From an optimization exercise on the open Yosys and OpenROAD flow, aimed at small area; shortcuts taken in it are not production practice.
Only simulation tests tie the RTL to the original design; equivalence was not proved.
No activity file was given, so power comes from the tool's default toggle rates.

== middle ==
## dram_address_mapper_core
module dram_address_mapper_core #(
	parameter int BLOCK_OFFSET_BITS = 6,
	parameter int ROW_BITS          = 16
) (
	input  logic                           clk,
	input  logic                           arst_n,
	input  logic                           req_valid,
	output logic                           req_ready,
	input  logic                           req_type,
	input  logic [63:0]                    req_address,
	input  logic [7:0]                     req_new_bank_index,
	output logic                           rsp_valid,
	input  logic                           rsp_ready,
	output logic [3:0]                     rsp_channel,
	output logic [3:0]                     rsp_bankgroup,
	output logic [3:0]                     rsp_bank,
	output logic [15:0]                    rsp_row,
	output logic [7:0]                     rsp_flat_bank,
	output logic [63:0]                    rsp_rewritten_address,
	input  logic                           cfg_we,
	input  logic [dam_pkg::CFG_IDX_W-1:0]  cfg_index,
	input  logic [dam_pkg::CFG_DATA_W-1:0] cfg_wdata
);
==> module dram_address_mapper_core, before the edit <==
module dram_address_mapper_core #(
	parameter int BLOCK_OFFSET_BITS = 6,
	parameter int ROW_BITS          = 16
) (
	input  logic                           clk,
	input  logic                           arst_n,
	input  logic                           req_valid,
	output logic                           req_ready,
	input  logic                           req_type,
	input  logic [63:0]                    req_address,
	input  logic [7:0]                     req_new_bank_index,
	output logic                           rsp_valid,
	input  logic                           rsp_ready,
	output logic [3:0]                     rsp_channel,
	output logic [3:0]                     rsp_bankgroup,
	output logic [3:0]                     rsp_bank,
	output logic [15:0]                    rsp_row,
	output logic [7:0]                     rsp_flat_bank,
	output logic [63:0]                    rsp_rewritten_address,
	input  logic                           cfg_we,
	input  logic [dam_pkg::CFG_IDX_W-1:0]  cfg_index,
	input  logic [dam_pkg::CFG_DATA_W-1:0] cfg_wdata
);
	dam_pkg::cfg_t cfg;
	dam_pkg::cfg_t cfg_s2;
	dam_pkg::req_t req_s1;
	dam_pkg::req_t req_s2;
	logic          valid_s1;
	logic          valid_s2;
	logic          advance;
	dam_cfg_regs u_cfg (
		.clk       (clk),
		.arst_n    (arst_n),
		.cfg_we    (cfg_we),
		.cfg_index (cfg_index),
		.cfg_wdata (cfg_wdata),
		.cfg       (cfg)
	);
	assign advance   = !valid_s2 || rsp_ready;
	assign req_ready = !valid_s1 || advance;
	always_ff @(posedge clk or negedge arst_n) begin
		if (!arst_n) begin
			valid_s1 <= 1'b0;
		end else if (req_ready) begin
			valid_s1 <= req_valid;
		end
	end
	always_ff @(posedge clk) begin
		if (req_ready) begin
			req_s1.req_type       <= req_type;
			req_s1.address        <= req_address;
			req_s1.new_bank_index <= req_new_bank_index;
		end
	end
	always_ff @(posedge clk or negedge arst_n) begin
		if (!arst_n) begin
			valid_s2 <= 1'b0;
		end else if (advance) begin
			valid_s2 <= valid_s1;
		end
	end
	always_ff @(posedge clk) begin
		if (advance) begin
			req_s2 <= req_s1;
			cfg_s2 <= cfg;
		end
	end
	dam_map_logic u_map (
		.cfg               (cfg_s2),
		.req               (req_s2),
		.channel           (rsp_channel),
		.bankgroup         (rsp_bankgroup),
		.bank              (rsp_bank),
		.row               (rsp_row),
		.flat_bank         (rsp_flat_bank),
		.rewritten_address (rsp_rewritten_address)
	);
	assign rsp_valid = valid_s2;
endmodule
clock: 7.5 ns
lec_check: 0
cap_margin: 20
core_margin: 2
core_utilization: 50
gpl_timing_driven: 0
slew_margin: 20
standard.sh (not shown) runs the stock make flow with config.mk's settings and CLKGATE_MAP_FILE= SYNTH_SCRIPT=/design/flow/synth_recipe.tcl, a recipe that flattens the netlist after the stock synthesis.
==> flow/flow/run.sh <==
#!/bin/bash
# Standard layout with three changes: the synthesis maps the logic with an
# area-oriented ABC script (flow/abc_small.script) in place of ORFS's, the
# port buffers are made from the smallest buffer cell, and clock tree
# synthesis inserts no dummy loads. Everything else, registers included, is
# the standard synthesis and layout.
set -euo pipefail
here=$(pwd)
export FLOW_ABC_SCRIPT="$here/flow/abc_small.script"
{
	head -n 1 synth_recipe.tcl
	cat <<'TCL'
proc abc {args} {
  set i [lsearch -exact $args -script]
  if {$i >= 0} { lset args [expr {$i + 1}] $::env(FLOW_ABC_SCRIPT) }
  yosys abc {*}$args
}
TCL
	tail -n +2 synth_recipe.tcl
} > flow_synth.tcl
export BUFFER_PORTS_ARGS="-buffer_cell sky130_fd_sc_hd__buf_1"
export CTS_ARGS="-sink_clustering_enable -repair_clock_nets -buf_list sky130_fd_sc_hd__clkbuf_16 -dont_use_dummy_load"
vars=("SYNTH_SCRIPT=$here/flow_synth.tcl" "BUFFER_PORTS_ARGS=$BUFFER_PORTS_ARGS" "CTS_ARGS=$CTS_ARGS")
bash standard.sh "${vars[@]}" synth > synth.log 2>&1
bash standard.sh "${vars[@]}" finish > layout.log 2>&1
==> flow/flow/abc_small.script <==
strash
dc2
dch -f
amap
topo
dnsize -c
Changes in south relative to middle:
--- a/flow/design.v
+++ b/flow/design.v
@@ -177,18 +177,20 @@
 	output logic [63:0]                    rsp_rewritten_address,
 	input  logic                           cfg_we,
 	input  logic [dam_pkg::CFG_IDX_W-1:0]  cfg_index,
 	input  logic [dam_pkg::CFG_DATA_W-1:0] cfg_wdata
 );
 	dam_pkg::cfg_t cfg;
-	dam_pkg::cfg_t cfg_s2;
 	dam_pkg::req_t req_s1;
-	dam_pkg::req_t req_s2;
 	logic          valid_s1;
 	logic          valid_s2;
 	logic          advance;
+	logic [3:0]    map_channel, map_bankgroup, map_bank;
+	logic [15:0]   map_row;
+	logic [7:0]    map_flat_bank;
+	logic [63:0]   map_rewritten_address;
 	dam_cfg_regs u_cfg (
 		.clk       (clk),
 		.arst_n    (arst_n),
 		.cfg_we    (cfg_we),
 		.cfg_index (cfg_index),
 		.cfg_wdata (cfg_wdata),
@@ -207,31 +209,35 @@
 		if (req_ready) begin
 			req_s1.req_type       <= req_type;
 			req_s1.address        <= req_address;
 			req_s1.new_bank_index <= req_new_bank_index;
 		end
 	end
+	dam_map_logic u_map (
+		.cfg               (cfg),
+		.req               (req_s1),
+		.channel           (map_channel),
+		.bankgroup         (map_bankgroup),
+		.bank              (map_bank),
+		.row               (map_row),
+		.flat_bank         (map_flat_bank),
+		.rewritten_address (map_rewritten_address)
+	);
 	always_ff @(posedge clk or negedge arst_n) begin
 		if (!arst_n) begin
 			valid_s2 <= 1'b0;
 		end else if (advance) begin
 			valid_s2 <= valid_s1;
 		end
 	end
 	always_ff @(posedge clk) begin
 		if (advance) begin
-			req_s2 <= req_s1;
-			cfg_s2 <= cfg;
-		end
-	end
-	dam_map_logic u_map (
-		.cfg               (cfg_s2),
-		.req               (req_s2),
-		.channel           (rsp_channel),
-		.bankgroup         (rsp_bankgroup),
-		.bank              (rsp_bank),
-		.row               (rsp_row),
-		.flat_bank         (rsp_flat_bank),
-		.rewritten_address (rsp_rewritten_address)
-	);
+			rsp_channel           <= map_channel;
+			rsp_bankgroup         <= map_bankgroup;
+			rsp_bank              <= map_bank;
+			rsp_row               <= map_row;
+			rsp_flat_bank         <= map_flat_bank;
+			rsp_rewritten_address <= map_rewritten_address;
+		end
+	end
 	assign rsp_valid = valid_s2;
 endmodule
Results
Via count (south over middle): decrease, about 1.6%
Having completed the whole flow, south delivered a layout that passed the timing, DRC and antenna checks.
south against middle: final worst-path cycle share fell 5.7 points; power of the sequential group up 20%; sequential-to-total area share from yosys stat grew by 0.46 points; mean routed wirelength per cell went down.
Power: south draws more than middle
Relative to middle, the number of nets in the finished design measured on south has decreased by a few percent.

[what the ideal ports hide]
No port has a modelled driver above. Below, the same layouts with a new extraction and two added sets of constraints.
Step 1 (the two cells are an assumption about what drives the block):
set clk [get_ports {clk}]
set_driving_cell -lib_cell sky130_fd_sc_hd__clkbuf_16 $clk
set_driving_cell -lib_cell sky130_fd_sc_hd__buf_2 [delete_from_list [all_inputs] $clk]
Step 2 moves the port delays by t, midway between the first and last clock arrival at a register: inputs arrive t later, outputs are due t later. That takes back most of the time a late clock gives input paths.
Three values: no drivers, after step 1, after step 2; two values: the first two.
run | t (ns) | slack for setup (ns) | latest minus earliest clock arrival (ns) | pins driven straight from the clock port
middle | 0.478 | 0.206 / 0.156 / 0.634 | 0.033 / 0.033 | 1
south | 0.480 | 0.635 / 0.635 / 0.635 | 0.023 / 0.023 | 1
After both steps every run listed still meets setup and hold.
